From an optimization exercise on the open Yosys and OpenROAD flow, aimed at small area; shortcuts taken in it are not production practice. Function was checked by simulation only, so behaviour that the tests miss may differ from the original. Power figures rest on the tool's default switching activity, not on a simulated workload.

==> run H <==
## timed_vent_actuator_control
module timed_vent_actuator_control #(
  parameter int WINDOW_COUNT = 8
) (
  input  logic                          clk,
  input  logic                          rst,
  input  logic                          start,
  output logic                          busy,
  input  logic [1:0]                    action,
  input  logic [tvac_pkg::WIN_W-1:0]    window_index,
  input  logic [tvac_pkg::POS_W-1:0]    target_position,
  input  logic [tvac_pkg::TIME_W-1:0]   elapsed_time,
  input  logic                          cfg_valid,
  output logic                          cfg_ready,
  input  logic                          cfg_index,
  input  logic [tvac_pkg::CFG_W-1:0]    cfg_data,
  output logic                          strobe,
  output logic [tvac_pkg::WIN_W-1:0]    window_number,
  output logic                          accepted,
  output logic                          relay_open_drive,
  output logic                          relay_close_drive,
  output logic                          moving,
  output logic                          moving_open,
  output logic                          arrived,
  output logic [tvac_pkg::POS_W-1:0]    position_now,
  output logic                          last
);
==> module tvac_datapath, before the edit <==
module tvac_datapath (
  input  logic        clk,
  input  logic        rst,
  input  logic        start,
  input  logic        busy,
  input  logic        strobe,
  input  logic        tick,
  input  logic [1:0]  act,
  input  logic [3:0]  wn,
  input  logic [1:0]  action,
  input  logic [23:0] target_position,
  input  logic [15:0] elapsed_time,
  input  logic        cfg_write,
  input  logic        cfg_index,
  input  logic        cfg_data0,
  output logic        accepted,
  output logic        relay_open_drive,
  output logic        relay_close_drive,
  output logic        moving,
  output logic        moving_open,
  output logic        arrived,
  output logic [23:0] position_now
);
  localparam logic [23:0] REMX_RESET = ~(tvac_pkg::POS_RESET - 24'd1);
  logic [23:0] position [8];
  logic [23:0] target   [8];
  logic [23:0] remx     [8];
  logic        dir_open [8];
  logic        driving  [8];
  logic [23:0] data;
  logic        level_on;
  logic        fresh;
  logic [2:0]  rd;
  logic        present;
  logic        open_r;
  logic        close_r;
  logic        is_req;
  logic [7:0]  sel;
  logic        rst_st;
  logic [23:0] pos_m, tgt_m, remx_m;
  logic        dir_m, drv_m;
  logic [23:0] pos_r, tgt_r, remx_r;
  logic        dir_r, drv_r, busy_r;
  logic [24:0] tsum;
  logic [23:0] add_a, add_b;
  logic        arr;
  logic [24:0] rsum;
  logic        gt;
  logic        acc;
  logic        we;
  logic [23:0] pos_n, remx_n;
  logic        dir_n, drv_n, busy_n;
  always_ff @(posedge clk) begin
    if (start && !busy) begin
      data[23:16] <= target_position[23:16];
      data[15:0]  <= (action == tvac_pkg::ACT_TICK) ? elapsed_time : target_position[15:0];
    end
  end
  always_ff @(posedge clk) begin
    if (rst) begin
      level_on <= 1'b0;
    end else if (cfg_write && cfg_index == tvac_pkg::CFG_RELAY_LEVEL) begin
      level_on <= cfg_data0;
    end
  end
  always_ff @(posedge clk) begin
    if (rst) begin
      fresh <= 1'b1;
    end else if (strobe && tick && wn[2:0] == 3'd7) begin
      fresh <= 1'b0;
    end
  end
  assign rd      = wn[2:0];
  assign present = !wn[3];
  assign open_r  = (act == tvac_pkg::ACT_OPEN);
  assign close_r = (act == tvac_pkg::ACT_CLOSE);
  assign is_req  = open_r || close_r;
  assign rst_st  = fresh && present;
  always_comb begin
    for (int k = 0; k < 8; k++) sel[k] = present && !fresh && (rd == 3'(k));
    pos_m  = '0;
    tgt_m  = '0;
    remx_m = '0;
    dir_m  = 1'b0;
    drv_m  = 1'b0;
    for (int k = 0; k < 8; k++) begin
      pos_m  = pos_m  | ({24{sel[k]}} & position[k]);
      tgt_m  = tgt_m  | ({24{sel[k]}} & target[k]);
      remx_m = remx_m | ({24{sel[k]}} & remx[k]);
      dir_m  = dir_m  | (sel[k] & dir_open[k]);
      drv_m  = drv_m  | (sel[k] & driving[k]);
    end
  end
  assign pos_r  = pos_m  | ({24{rst_st}} & tvac_pkg::POS_RESET);
  assign tgt_r  = tgt_m;
  assign remx_r = remx_m | ({24{rst_st}} & REMX_RESET);
  assign dir_r  = dir_m;
  assign drv_r  = drv_m;
  assign busy_r = |remx_r;
  assign add_a = tick ? remx_r : data;
  assign add_b = tick ? {8'd0, data[15:0]} : ~pos_r;
  assign tsum  = {1'b0, add_a} + {1'b0, add_b} + {24'd0, close_r};
  assign rsum = tsum;
  assign arr  = tick && busy_r && tsum[24];
  assign gt   = rsum[24] ^ close_r;
  assign acc  = is_req && present && !busy_r && gt;
  assign pos_n  = arr ? tgt_r : pos_r;
  assign remx_n = tick ? (busy_n ? tsum[23:0] : 24'd0) : (rsum[23:0] ^ {24{open_r}});
  assign dir_n  = acc ? open_r : dir_r;
  assign drv_n  = tick ? (busy_r && !arr) : drv_r;
  assign busy_n = tick ? (busy_r && !arr) : (busy_r || acc);
  assign we     = strobe && (tick || acc);
  always_ff @(posedge clk) begin
    if (strobe && (acc || (tick && fresh))) begin
      target[rd] <= tick ? 24'd0 : data;
    end
  end
  always_ff @(posedge clk) begin
    if (we) begin
      position[rd] <= pos_n;
      remx[rd]     <= remx_n;
      dir_open[rd] <= dir_n;
      driving[rd]  <= drv_n;
    end
  end
  assign accepted          = acc;
  assign arrived           = arr;
  assign moving            = busy_n;
  assign moving_open       = busy_n && dir_n;
  assign relay_open_drive  = (drv_n && dir_n) ? level_on : ~level_on;
  assign relay_close_drive = (drv_n && !dir_n) ? level_on : ~level_on;
  assign position_now      = pos_n;
endmodule
export LEC_CHECK = 0
export ABC_AREA = 1
export CAP_MARGIN = 0
export CORE_MARGIN = 2
export CORE_UTILIZATION = 65
export PLACE_DENSITY = 0.75
export SLEW_MARGIN = 0
create_clock -name core_clock -period 12.0 [get_ports {clk}]
standard.sh (not shown) runs the stock make flow with config.mk's settings and CLKGATE_MAP_FILE= SYNTH_SCRIPT=/design/flow/synth_recipe.tcl, a recipe that flattens the netlist after the stock synthesis.
==> flow/flow/run.sh <==
#!/bin/bash
# Own layout flow:
#  1. the standard synthesis (standard.sh synth), unchanged;
#  2. its combinational logic re-mapped for area by Yosys/ABC (resynth.tcl, area.abc);
#     the flip-flops are kept as black boxes, so every register keeps its name and cell;
#  3. the rest of the standard layout (standard.sh finish) on that netlist, with the
#     smallest buffer cell for the port buffers (every port still gets one) and a clock
#     tree of clkbuf_8 cells without dummy loads.
# Each tool's output goes to its own log file here.
set -euo pipefail
HERE=$(pwd)
R=$HERE/orfs/results/$FLOW_PLATFORM/timed_vent_actuator_control/base
LIB=$FLOW_HOME/platforms/$FLOW_PLATFORM/lib/sky130_fd_sc_hd__tt_025C_1v80.lib

bash standard.sh synth > synth.log 2>&1
cp $R/1_2_yosys.v $HERE/standard_synth.v

RS_IN=$HERE/standard_synth.v RS_OUT=$HERE/resynth.v RS_LIB=$LIB RS_TOP=$FLOW_TOP \
  RS_SCRIPT=$HERE/flow/area.abc yosys -c $HERE/flow/resynth.tcl > resynth.log 2>&1
cp $HERE/resynth.v $R/1_2_yosys.v
rm -f $R/1_synth.odb $R/1_synth.sdc

CTS="-sink_clustering_enable -repair_clock_nets -dont_use_dummy_load -buf_list sky130_fd_sc_hd__clkbuf_8 -sink_clustering_size 20 -sink_clustering_max_diameter 50"
bash standard.sh finish \
  "BUFFER_PORTS_ARGS=-buffer_cell sky130_fd_sc_hd__buf_1" \
  "CTS_ARGS=$CTS" > layout.log 2>&1
==> flow/flow/area.abc <==
strash; balance; rewrite; refactor; balance; rewrite -z; rewrite -z; dc2; dch -f; amap; topo; stime -c; buffer -c; upsize -c; dnsize -c
==> flow/flow/resynth.tcl <==
# Re-map the combinational logic of a synthesized netlist; flip-flops kept as they are.
# env: RS_IN RS_OUT RS_LIB RS_TOP RS_SCRIPT
yosys -import
set lib $::env(RS_LIB)
read_liberty -ignore_miss_func $lib
# sequential cells stay as black boxes, with their instance names
foreach m {dfxtp dfxbp edfxtp edfxbp dfrtp dfrtn dfrbp dfstp dfsbp dfbbp dfbbn sdfxtp sdfxbp sedfxtp sedfxbp dlxtp dlxbn dlxtn dlclkp sdlclkp} {
  catch { blackbox sky130_fd_sc_hd__${m}_* }
}
read_verilog -defer $::env(RS_IN)
hierarchy -top $::env(RS_TOP)
flatten
opt -purge
abc -liberty $lib -dont_use *probe* -dont_use *lpflow* -script $::env(RS_SCRIPT)
opt_clean -purge
hilomap -singleton -hicell sky130_fd_sc_hd__conb_1 HI -locell sky130_fd_sc_hd__conb_1 LO
insbuf -buf sky130_fd_sc_hd__buf_4 A X
opt_clean -purge
tee -o $::env(RS_OUT).stat stat -liberty $lib
write_verilog -noattr -nohex -nodec $::env(RS_OUT)
==> inputs of run Z, as changes to run H <==
--- a/flow/flow/run.sh
+++ b/flow/flow/run.sh
@@ -22,3 +22,3 @@
 
-CTS="-sink_clustering_enable -repair_clock_nets -dont_use_dummy_load -buf_list sky130_fd_sc_hd__clkbuf_8 -sink_clustering_size 20 -sink_clustering_max_diameter 50"
+CTS="-sink_clustering_enable -repair_clock_nets -dont_use_dummy_load -buf_list sky130_fd_sc_hd__clkbuf_16 -sink_clustering_size 30 -sink_clustering_max_diameter 60"
 bash standard.sh finish \
CAP_MARGIN = 20   (was 0)
CORE_UTILIZATION = 40   (was 65)
PLACE_DENSITY = default   (was 0.75)
SLEW_MARGIN = 20   (was 0)
==> inputs of run Y, as changes to run H <==
==> flow/flow/area.abc (replaced) <==
strash; balance; rewrite; refactor; balance; rewrite -z; rewrite -z; dc2; dch -f; amap; topo; strash; dc2; dch -f; amap; topo; stime -c; buffer -c; upsize -c; dnsize -c
CAP_MARGIN = 20   (was 0)
SLEW_MARGIN = 20   (was 0)
==> inputs of run E, as changes to run H <==
--- a/flow/design.v
+++ b/flow/design.v
@@ -102,3 +102,2 @@
   logic [24:0] tsum;
-  logic [23:0] add_a, add_b;
   logic        arr;
@@ -157,7 +156,5 @@
   assign busy_r = |remx_r;
-  assign add_a = tick ? remx_r : data;
-  assign add_b = tick ? {8'd0, data[15:0]} : ~pos_r;
-  assign tsum  = {1'b0, add_a} + {1'b0, add_b} + {24'd0, close_r};
-  assign rsum = tsum;
+  assign tsum = {1'b0, remx_r} + {9'd0, data[15:0]};
   assign arr  = tick && busy_r && tsum[24];
+  assign rsum = {1'b0, data} + {1'b0, ~pos_r} + {24'd0, close_r};
   assign gt   = rsum[24] ^ close_r;
@@ -171,9 +168,5 @@
   always_ff @(posedge clk) begin
-    if (strobe && (acc || (tick && fresh))) begin
-      target[rd] <= tick ? 24'd0 : data;
-    end
-  end
-  always_ff @(posedge clk) begin
     if (we) begin
       position[rd] <= pos_n;
+      target[rd]   <= tick ? tgt_r : data;
       remx[rd]     <= remx_n;
==> flow/run.sh (new file) <==
#!/bin/bash
# synth_recipe.tcl (not shown) runs the flow's synth.tcl, then flattens the netlist and writes it again
# the make line also repeats each setting of config.mk as NAME=value (left out here)
make -C /OpenROAD-flow-scripts/flow DESIGN_CONFIG=/design/flow/config.mk WORK_HOME=/design/flow/orfs CLKGATE_MAP_FILE= SYNTH_SCRIPT=/design/flow/synth_recipe.tcl finish
CAP_MARGIN = 20   (was 0)
CORE_UTILIZATION = 40   (was 65)
CTS_BUF_LIST = sky130_fd_sc_hd__clkbuf_8   (was default)
CTS_CLUSTER_SIZE = 24   (was default)
PLACE_DENSITY = default   (was 0.75)
SLEW_MARGIN = 20   (was 0)
removed: flow/flow/run.sh
removed: flow/flow/area.abc
removed: flow/flow/resynth.tcl
removed: flow/standard.sh
==> run notes <==
Status: run Z no timing/DRC/antenna violations; run E no timing/DRC/antenna violations; run H no timing/DRC/antenna violations; run Y no timing/DRC/antenna violations
Count of buffer and inverter cells on the critical path: run Z 9; run E 7; run H 5; run Y 4
Die area: run Z 62200 sq um; run E 68400 sq um; run H 38600 sq um; run Y 38600 sq um
Slowest cell on crit path: run Z sky130_fd_sc_hd__a41oi_1; run E sky130_fd_sc_hd__clkdlybuf4s50_1; run H sky130_fd_sc_hd__nor2_4; run Y sky130_fd_sc_hd__nor2_4
Pin count of the biggest net entering global routing: run Z 49; run E 70; run H 51; run Y 64
Met3 demand-to-capacity share in global routing: run Z 0.0283; run E 0.0467; run H 0.0556; run Y 0.0631
# rows: run Z 89; run E 94; run H 70; run Y 70
Uppermost metal layer occupied by signal nets: run Z met4; run E met5; run H met4; run Y met4
CTS Buf Count: run Z 40; run E 98; run H 45; run Y 45
Post-synthesis instance area: run Z 24100 sq um; run E 26500 sq um; run H 24100 sq um; run Y 24100 sq um
Number of global-route vias before repair: run Z 14200; run E 16800; run H 14600; run Y 14300
DRC violation total after the first TritonRoute iteration: run Z 1808; run E 1533; run H 1918; run Y 2347
Total via count in the routed design: run Z 14400; run E 17500; run H 14700; run Y 14700
Met1 routing resource usage after global routing: run Z 0.278; run E 0.269; run H 0.433; run Y 0.444
Filler Cells Inserted: run Z 5122; run E 5808; run H 2339; run Y 2342
Leakage dissipation: run Z 0.00816 uW; run E 0.0107 uW; run H 0.00800 uW; run Y 0.00793 uW
Clock latency reported for the late side of the worst-skew pair: run Z 0.59 ns; run E 0.70 ns; run H 0.67 ns; run Y 0.67 ns
R2r startpoint: run Z u_ctrl.wn[0]; run E u_ctrl.wn[0]; run H u_ctrl.wn[1]; run Y u_ctrl.wn[0]
Share of power burned in registers: run Z 0.618; run E 0.549; run H 0.669; run Y 0.669
VDD IR max: run Z 0.102 mV; run E 0.113 mV; run H 0.128 mV; run Y 0.118 mV
Buffer type at the clock tree root: run Z sky130_fd_sc_hd__clkbuf_16; run E sky130_fd_sc_hd__clkbuf_8; run H sky130_fd_sc_hd__clkbuf_8; run Y sky130_fd_sc_hd__clkbuf_8
Synthesized netlist net count: run Z 1555; run E 2282; run H 1555; run Y 1559
Global placer's final weighted congestion: run Z 0.778; run E 0.936; run H 0.821; run Y 0.832

## afterwards: timing with drivers on the ports
The results above use ideal ports. As a check the final layouts listed here were re-extracted and re-timed, cells and wires unchanged.
Step 1, drivers: a clkbuf_16 drives clk and a buf_2 each remaining input, both assumed.
Step 2 also shifts input and output timing later by t, the mid clock arrival at the registers, as if the neighbouring blocks saw the same clock.
Three values: ideal, step 1, step 2; two values: the first two.
| run | t, ns | setup WS [ns] | slew at the worst register clock pin (ns) | worst data-port slew with drivers (ns) |
|---|---|---|---|---|
| run H | 0.685 | 0.594 / 0.545 / 1.230 | 0.12 / 0.12 | 0.04 |
| run Z | 0.627 | 0.708 / 0.649 / 1.277 | 0.10 / 0.10 | 0.04 |
| run Y | 0.679 | 0.801 / 0.750 / 1.429 | 0.12 / 0.12 | 0.04 |
| run E | 0.738 | 2.360 / 2.307 / 3.044 | 0.07 / 0.07 | 0.05 |
After both steps setup and hold are still met in every run listed.
